Context: an optimization exercise on an open-source flow, tuned for small area, a short achievable clock period and few clock cycles per item. The choices shown serve that exercise and are no tape-out recipe. RTL that was checked went through simulation tests only; none was proved equivalent to the original.

Setup of 09-21:
Design matmul_engine, start of the top module:
module matmul_engine
#(
    parameter int DATA_WIDTH = matmul_pkg::DEF_DATA_WIDTH,
    parameter int BUS_WIDTH  = matmul_pkg::DEF_BUS_WIDTH,
    parameter int DIM        = matmul_pkg::DEF_DIM
) (
    input  logic                          clk_i,
    input  logic                          rst_i,
    input  logic                          start_i,
    input  logic                          mode_i,
    input  logic [DIM*DATA_WIDTH-1:0]     a_col_i,
    input  logic [DIM*DATA_WIDTH-1:0]     b_row_i,
    input  logic                          op_valid_i,
    output logic                          op_ready_o,
    input  logic [DIM*DIM*BUS_WIDTH-1:0]  c_i,
    output logic [DIM*DIM*BUS_WIDTH-1:0]  m_o,
    output logic [DIM*DIM-1:0]            flags_o,
    output logic                          busy_o,
    output logic                          done_o,
    output logic [$clog2(DIM+1)-1:0]      beat_cnt_o
);
Size: roughly 5,900 cells after synthesis, roughly 600 I/O pins, about 52,000 um2 of cells after synthesis.
clock: 7.0 ns
lec_check: 0
cap_margin: 20
core_margin: 2
core_utilization: 40
setup_slack_margin: 2.0
slew_margin: 20
run.sh (not shown) runs the stock make flow with config.mk's settings and CLKGATE_MAP_FILE= SYNTH_SCRIPT=/design/flow/synth_recipe.tcl, a recipe that flattens the netlist after the stock synthesis.
Both conditions hold for 09-21: the flow ran to the end and the final layout passed the timing, DRC and antenna checks.
Testbench counts of 09-21, summed over its fixed seeds: cycles 8,008, items 1,600.
Setup changes, 09-21 to 12-28
- SETUP_SLACK_MARGIN no longer set, was 2.0
## What came out
Diff 12-28..09-21 | hold violation total from the final report | negligible. Detailed route, 12-28 vs 09-21: via total lower for 12-28. Final critical path time including I/O delays and setup for 12-28 is higher than for 09-21. When 12-28 is measured against 09-21, its overall routed net length turns out 3.5% lower. Compared 12-28 vs 09-21, and post-route cell area is down in 12-28.


matmul_engine, a different RTL version from the one above (not shown whole).
Size in the first run: about 420 flip-flops, ~0.047 mm2 of cells after synthesis.
Settings: LEC_CHECK=0, CAP_MARGIN=20, CORE_MARGIN=2, CORE_UTILIZATION=40, SETUP_SLACK_MARGIN=2.3, SLEW_MARGIN=20; clock period 7.0 ns.
standard.sh (not shown) runs the stock make flow with config.mk's settings and CLKGATE_MAP_FILE= SYNTH_SCRIPT=/design/flow/synth_recipe.tcl, a recipe that flattens the netlist after the stock synthesis.
==> flow/flow/run.sh <==
#!/bin/bash
# The standard layout, with plain buf_1 cells as the input and output port
# buffers (every port still gets its own buffer). The make output goes to
# standard.log; ORFS's per-step logs stay under orfs/logs/.
set -euo pipefail
export BUFFER_PORTS_ARGS="-buffer_cell sky130_fd_sc_hd__buf_1"
bash standard.sh > standard.log 2>&1
The baseline finished with timing, DRC and antenna clean.
Edit:
- CORE_UTILIZATION: 40 -> 55
- PLACE_DENSITY: default -> 0.7
- SETUP_SLACK_MARGIN: 2.3 -> 2.0
=> Global-route usage increases by 7.2 points. First-iteration DRC count climbs by 4.0%. Worst setup slack got worse by 0.31 ns. Sequential share of layout area rises by 0.83 points.
Edit:
==> flow/flow/run.sh (replaced) <==
#!/bin/bash
# The standard layout with two changes to how it is made:
# - plain buf_1 cells as the input and output port buffers (every port still
#   gets its own buffer);
# - yosys synth without its internal "abc -fast" pre-mapping (-noabc), so
#   that the adder extraction sees the full-adder tree as written. Registers
#   and their names are the same as in the standard synthesis.
# The make output goes to standard.log; ORFS's per-step logs stay under
# orfs/logs/.
set -euo pipefail
export BUFFER_PORTS_ARGS="-buffer_cell sky130_fd_sc_hd__buf_1"
export SYNTH_ARGS="-noabc"
bash standard.sh > standard.log 2>&1
- ABC_AREA: default -> 1
- CORE_UTILIZATION: 55 -> 40
- PLACE_DENSITY: 0.7 -> default
- SETUP_SLACK_MARGIN: 2.0 -> 2.7
Result:
- wire length climbs by 4.1%
- sequential share of layout area drops by 0.44 points
Edit:
==> flow/flow/run.sh (replaced) <==
#!/bin/bash
# The standard layout, with plain buf_1 cells as the input and output port
# buffers (every port still gets its own buffer). The make output goes to
# standard.log; ORFS's per-step logs stay under orfs/logs/.
set -euo pipefail
export BUFFER_PORTS_ARGS="-buffer_cell sky130_fd_sc_hd__buf_1"
bash standard.sh > standard.log 2>&1
- ABC_AREA: 1 -> default
- SETUP_SLACK_MARGIN: 2.7 -> 1.7
Hold slack hardly moves.
Sequential share of layout area grows by 0.36 points.
Utilization shrinks by 2.4 points.
Die area grows by 2.5%.
Synthesized cell count shrinks by 7.0%.
Final area shrinks by 2.3%.
Clock-buffer cell count shrinks by 1.
Non-clock buffer count shrinks by 61.
Critical path depth grows by 2.
Cell count shrinks by about 7%.
Function was not checked in any run of this note: the RTL went through the layout flow alone.


matmul_engine again, from the RTL that the note above started with.
Settings: LEC_CHECK=0, CAP_MARGIN=20, CORE_MARGIN=2, CORE_UTILIZATION=40, SETUP_SLACK_MARGIN=2.0, SLEW_MARGIN=20; clock period 7.0 ns.
==> flow/flow/run.sh <==
#!/bin/bash
# The standard layout, with plain buf_1 cells as the input and output port
# buffers (every port still gets its own buffer). The make output goes to
# standard.log; ORFS's per-step logs stay under orfs/logs/.
set -euo pipefail
export BUFFER_PORTS_ARGS="-buffer_cell sky130_fd_sc_hd__buf_1"
bash standard.sh > standard.log 2>&1
==> next run, changes <==
--- a/flow/config.mk
+++ b/flow/config.mk
@@ -9,4 +9,4 @@
 export CORE_MARGIN = 2
 export CORE_UTILIZATION = 40
-export SETUP_SLACK_MARGIN = 2.0
+export SETUP_SLACK_MARGIN = 2.6
 export SLEW_MARGIN = 20
- The changed run completed without violations
- non-clock buffer count rises by 333
- routed wire length rises by about 12%
- synthesized cell count is unchanged
- synthesized area is unchanged
==> next run, changes <==
==> flow/flow/run.sh (replaced) <==
#!/bin/bash
# The standard layout with two changes to how it is made:
# - plain buf_1 cells as the input and output port buffers (every port still
#   gets its own buffer);
# - yosys synth without its internal "abc -fast" pre-mapping (-noabc), so
#   that the adder extraction sees the full-adder tree as written. Registers
#   and their names are the same as in the standard synthesis.
# The make output goes to standard.log; ORFS's per-step logs stay under
# orfs/logs/.
set -euo pipefail
export BUFFER_PORTS_ARGS="-buffer_cell sky130_fd_sc_hd__buf_1"
export SYNTH_ARGS="-noabc"
bash standard.sh > standard.log 2>&1
--- a/flow/config.mk
+++ b/flow/config.mk
@@ -9,4 +9,4 @@
 export CORE_MARGIN = 2
 export CORE_UTILIZATION = 40
-export SETUP_SLACK_MARGIN = 2.6
+export SETUP_SLACK_MARGIN = 2.3
 export SLEW_MARGIN = 20
What happened: Cell area falls by 13%. Routed wire length fell by 16%. Via count came out lower by 11%.
No functional check of the RTL was part of any run of this note.


job 8103:
matmul_engine, a different RTL version from the one above (not shown whole).
Size: about 5,900 cells after synthesis, about 420 flip-flops.
// matmul_engine
module matmul_engine
#(
    parameter int DATA_WIDTH = matmul_pkg::DEF_DATA_WIDTH,
    parameter int BUS_WIDTH  = matmul_pkg::DEF_BUS_WIDTH,
    parameter int DIM        = matmul_pkg::DEF_DIM
) (
    input  logic                          clk_i,
    input  logic                          rst_i,
    input  logic                          start_i,
    input  logic                          mode_i,
    input  logic [DIM*DATA_WIDTH-1:0]     a_col_i,
    input  logic [DIM*DATA_WIDTH-1:0]     b_row_i,
    input  logic                          op_valid_i,
    output logic                          op_ready_o,
    input  logic [DIM*DIM*BUS_WIDTH-1:0]  c_i,
    output logic [DIM*DIM*BUS_WIDTH-1:0]  m_o,
    output logic [DIM*DIM-1:0]            flags_o,
    output logic                          busy_o,
    output logic                          done_o,
    output logic [$clog2(DIM+1)-1:0]      beat_cnt_o
);
    localparam int CW = $clog2(DIM + 1);
    logic          busy_q, done_q;
    logic [CW-1:0] beat_cnt_q;
    logic          start_ok, accept, last;
    assign start_ok = start_i && !busy_q && !rst_i;
  ...
clock: 7.0 ns
lec_check: 0
abc_area: 1
cap_margin: 20
core_margin: 2
core_utilization: 40
setup_slack_margin: 2.7
slew_margin: 20
==> flow/flow/run.sh <==
#!/bin/bash
# The standard layout with two changes to how it is made:
# - plain buf_1 cells as the input and output port buffers (every port still
#   gets its own buffer);
# - yosys synth without its internal "abc -fast" pre-mapping (-noabc), so
#   that the adder extraction sees the full-adder tree as written. Registers
#   and their names are the same as in the standard synthesis.
# The make output goes to standard.log; ORFS's per-step logs stay under
# orfs/logs/.
set -euo pipefail
export BUFFER_PORTS_ARGS="-buffer_cell sky130_fd_sc_hd__buf_1"
export SYNTH_ARGS="-noabc"
bash standard.sh > standard.log 2>&1
Job 8103 went all the way through synthesis, placement and routing and the layout is clean on timing, DRC and antenna.
Testbench counts of job 8103, summed over its fixed seeds: cycles 8,008, items 1,600.
> inputs changed (job 8103 -> job 9265)
- ABC_AREA: 1 -> unset
- SETUP_SLACK_MARGIN: 2.7 -> 2.2
==> flow/flow/run.sh <==
#!/bin/bash
# The standard layout, with plain buf_1 cells as the input and output port
# buffers (every port still gets its own buffer). The make output goes to
# standard.log; ORFS's per-step logs stay under orfs/logs/.
set -euo pipefail
export BUFFER_PORTS_ARGS="-buffer_cell sky130_fd_sc_hd__buf_1"
bash standard.sh > standard.log 2>&1
### Flow results
- Register-to-register slack: job 9265 and job 8103 compared, higher one is job 8103
- Job 9265 reports its worst setup path startpoint as g_row[1].g_col[0].u_pe.c_q[8] while job 8103 reports g_row[0].g_col[2].u_pe.c_q[11].
- Having completed the whole flow, job 9265 delivered a layout that passed the timing, DRC and antenna checks.
- Diff job 8103 -> job 9265: final period utilization now larger; count of clock-buffer cells in the layout decreased 17; global-route wire length before repair up about 1.4%.
### job 9265 -> job 2750
- an added TNS_END_PERCENT of 10
- a change of SETUP_SLACK_MARGIN from 2.2 to 2.3
Results
Re number of fill cells: job 9265 and job 2750 aren't equal, and the higher value belongs to job 2750.
On sequential share of layout area, job 9265 and job 2750 are basically level.
Maximum number of pins on one net before global-route repair: job 2750 higher than job 9265
Against job 9265, wire length in job 2750 rose slightly.
Looking only at final-layout clock buffer total, and setting everything else aside, the lower value of job 9265 and job 2750 goes to job 9265.
In the reports for job 9265 and job 2750, the larger setup slack belongs to job 2750.
Changes in job 5390 relative to job 2750:
- GPL_ROUTABILITY_DRIVEN now 0, previously not set
- TNS_END_PERCENT no longer set, was 10
[summary]
Result: PASS for each of job 2750 and job 5390
Clock latency on the worst-skew pair delta for job 5390 relative to job 2750: 0.03 ns higher
Job 5390 vs. job 2750: post-layout instance count excluding filler cells went up by 0.58%.
Sum of routed wire length over all layers: job 5390 better than job 2750
Relative to job 2750, the number of antenna violations at the first check in global routing of job 5390 is lower by about 33%.
Job 5390 vs job 2750 on post-route worst setup slack: job 5390 is the higher one.
The following lists how job 4450 was set up differently from job 5390:
- a deleted GPL_ROUTABILITY_DRIVEN that had been 0
==> flow/flow/run.sh <==
#!/bin/bash
# The standard layout with two changes to how it is made:
# - plain buf_1 cells as the input and output port buffers (every port still
#   gets its own buffer);
# - yosys synth without its internal "abc -fast" pre-mapping (-noabc), so
#   that the adder extraction sees the full-adder tree as written. Registers
#   and their names are the same as in the standard synthesis.
# The make output goes to standard.log; ORFS's per-step logs stay under
# orfs/logs/.
set -euo pipefail
export BUFFER_PORTS_ARGS="-buffer_cell sky130_fd_sc_hd__buf_1"
export SYNTH_ARGS="-noabc"
bash standard.sh > standard.log 2>&1
Findings:
- Job 5390 has a higher fraction of cell area in non-clock buffers than job 4450.
- Relative to job 5390, the non-filler instance count after layout of job 4450 is lower by 454.
- Global-route usage in job 4450 is 1.3 points lower than in job 5390
- Job 4450 ends up with lower routed wire length than job 5390 does.
Modified inputs, job 4248 compared to job 4450
- putting TNS_END_PERCENT at 50 where nothing was set
- swapping 2.3 for 2.6 in SETUP_SLACK_MARGIN
- putting ABC_AREA at 1 where nothing was set
--- outcome ---
Looking only at overall fraction of global-route tracks in use, and setting everything else aside, the higher value of job 4248 and job 4450 goes to job 4248. Setup slack: job 4248 higher than job 4450. Going from job 4450 to job 4248, share of the final layout cell area in multi-input gates shrinks by 1.1 points.


matmul_engine, a different RTL version from the one above (not shown whole).
Size: ~450 flip-flops, roughly 600 I/O pins, ~0.048 mm² of cells after synthesis.
Settings: LEC_CHECK=0, CAP_MARGIN=20, CORE_MARGIN=2, CORE_UTILIZATION=40, SETUP_SLACK_MARGIN=2.3, SLEW_MARGIN=20; clock period 7.0 ns.
==> flow/flow/run.sh <==
#!/bin/bash
# The standard layout, with plain buf_1 cells as the input and output port
# buffers (every port still gets its own buffer). The make output goes to
# standard.log; ORFS's per-step logs stay under orfs/logs/.
set -euo pipefail
export BUFFER_PORTS_ARGS="-buffer_cell sky130_fd_sc_hd__buf_1"
bash standard.sh > standard.log 2>&1
Then changed:
==> flow/flow/run.sh (replaced) <==
#!/bin/bash
# The standard layout with two changes to how it is made:
# - plain buf_1 cells as the input and output port buffers (every port still
#   gets its own buffer);
# - yosys synth without its internal "abc -fast" pre-mapping (-noabc), so
#   that the adder extraction sees the full-adder tree as written. Registers
#   and their names are the same as in the standard synthesis.
# The make output goes to standard.log; ORFS's per-step logs stay under
# orfs/logs/.
set -euo pipefail
export BUFFER_PORTS_ARGS="-buffer_cell sky130_fd_sc_hd__buf_1"
export SYNTH_ARGS="-noabc"
bash standard.sh > standard.log 2>&1
--- a/flow/config.mk
+++ b/flow/config.mk
@@ -7,2 +7,3 @@
 export LEC_CHECK = 0
+export ABC_AREA = 1
 export CAP_MARGIN = 20
@@ -10,3 +11,3 @@
 export CORE_UTILIZATION = 40
-export SETUP_SLACK_MARGIN = 2.3
+export SETUP_SLACK_MARGIN = 2.6
 export SLEW_MARGIN = 20
Hold slack degrades by 0.059 ns.
Area after synthesis rises slightly.
Via count barely changes.
Synthesized cell count rises by roughly a tenth.
Sequential share of layout area rises by 0.36 points.
Utilization falls by 1.2 points.
Function was not checked in any run of this note: the RTL went through the layout flow alone.


matmul_engine with an RTL version that a note above also has.
Size: ~600 I/O pins, roughly 0.046 mm² of cells after synthesis.
Settings: LEC_CHECK=0, CAP_MARGIN=20, CORE_MARGIN=2, CORE_UTILIZATION=40, SETUP_SLACK_MARGIN=2.3, SLEW_MARGIN=20; clock period 7.0 ns.
==> flow/flow/run.sh <==
#!/bin/bash
# The standard layout, with plain buf_1 cells as the input and output port
# buffers (every port still gets its own buffer). The make output goes to
# standard.log; ORFS's per-step logs stay under orfs/logs/.
set -euo pipefail
export BUFFER_PORTS_ARGS="-buffer_cell sky130_fd_sc_hd__buf_1"
bash standard.sh > standard.log 2>&1
The baseline ran to the end with no violations.
Testbench counts at the start, summed over its fixed seeds: cycles 8,008, items 1,600.
Change:
==> flow/flow/run.sh (replaced) <==
#!/bin/bash
# The standard layout with two changes to how it is made:
# - plain buf_1 cells as the input and output port buffers (every port still
#   gets its own buffer);
# - yosys synth without its internal "abc -fast" pre-mapping (-noabc), so
#   that the adder extraction sees the full-adder tree as written. Registers
#   and their names are the same as in the standard synthesis.
# The make output goes to standard.log; ORFS's per-step logs stay under
# orfs/logs/.
set -euo pipefail
export BUFFER_PORTS_ARGS="-buffer_cell sky130_fd_sc_hd__buf_1"
export SYNTH_ARGS="-noabc"
bash standard.sh > standard.log 2>&1
ABC_AREA = 1   (was unset)
CORE_UTILIZATION = 30   (was 40)
SETUP_SLACK_MARGIN = 2.6   (was 2.3)
The new run completed with no timing, DRC or antenna violations. Die area rose by 33%. Area after synthesis is about the same. Synthesized cell count rose by 12%. Via count rose by 0.80%.

-- port drivers added, routing unchanged --
The results above use ideal ports. As a check the final layouts listed here were re-extracted and re-timed, cells and wires unchanged. Step 1 (the two cells are an assumption about what drives the block):
set clk [get_ports {clk_i}]
set_driving_cell -lib_cell sky130_fd_sc_hd__clkbuf_16 $clk
set_driving_cell -lib_cell sky130_fd_sc_hd__buf_2 [delete_from_list [all_inputs] $clk]
Step 2 adds t to the input delays and takes it off the output delays; t is the mean of the earliest and latest rising clock arrival at the registers after step 1. Input paths then give back, and output paths get back, about the clock's delay inside the block. Three values: no drivers, after step 1, after step 2; two values: the first two.
run | t, ns | setup slack, ns | worst setup path after step 2 | clock arrival spread, ns | worst register clock-pin slew, ns
09-21 | 0.716 | 2.021 / 1.947 / 1.420 | input to register | 0.029 / 0.029 | 0.07 / 0.07
12-28 | 0.717 | 1.036 / 0.962 / 0.836 | input to register | 0.028 / 0.028 | 0.07 / 0.07
the first run of note 2 | 0.726 | 2.318 / 2.259 / 1.636 | input to register | 0.025 / 0.025 | 0.07 / 0.07
the second run of note 2 | 0.687 | 2.005 / 1.975 / 1.288 | input to register | 0.022 / 0.022 | 0.07 / 0.07
the third run of note 2 | 0.714 | 2.662 / 2.665 / 1.951 | input to register | 0.033 / 0.034 | 0.07 / 0.07
the fourth run of note 2 | 0.724 | 1.785 / 1.733 / 1.030 | input to register | 0.031 / 0.031 | 0.07 / 0.07
the first run of note 3 | 0.724 | 2.050 / 2.019 / 1.295 | input to register | 0.025 / 0.024 | 0.07 / 0.07
the second run of note 3 | 0.739 | 2.361 / 2.286 / 1.830 | input to register | 0.036 / 0.036 | 0.07 / 0.07
the third run of note 3 | 0.728 | 2.364 / 2.290 / 1.707 | input to register | 0.027 / 0.027 | 0.07 / 0.07
job 8103 | 0.736 | 2.721 / 2.647 / 2.022 | input to register | 0.029 / 0.029 | 0.07 / 0.07
job 9265 | 0.743 | 2.287 / 2.218 / 1.592 | input to register | 0.050 / 0.050 | 0.07 / 0.07
job 2750 | 0.707 | 2.294 / 2.225 / 1.674 | input to register | 0.025 / 0.026 | 0.06 / 0.06
job 5390 | 0.725 | 2.355 / 2.286 / 1.712 | input to register | 0.059 / 0.058 | 0.07 / 0.07
job 4450 | 0.708 | 2.389 / 2.331 / 1.715 | input to register | 0.021 / 0.021 | 0.07 / 0.07
job 4248 | 0.733 | 2.645 / 2.633 / 1.962 | input to register | 0.023 / 0.022 | 0.06 / 0.06
the first run of note 5 | 0.738 | 2.347 / 2.272 / 1.630 | input to register | 0.044 / 0.043 | 0.06 / 0.06
the second run of note 5 | 0.742 | 2.579 / 2.630 / 1.888 | input to register | 0.031 / 0.031 | 0.07 / 0.07
the first run of note 6 | 0.718 | 2.308 / 2.237 / 1.736 | input to register | 0.041 / 0.041 | 0.08 / 0.08
the second run of note 6 | 0.732 | 2.679 / 2.651 / 1.919 | input to register | 0.026 / 0.026 | 0.07 / 0.07
After both steps setup and hold are still met in every run listed. The setup slack of the second run of note 6, which loses most, moves by -0.028 ns with the drivers and by -0.760 ns with both steps.
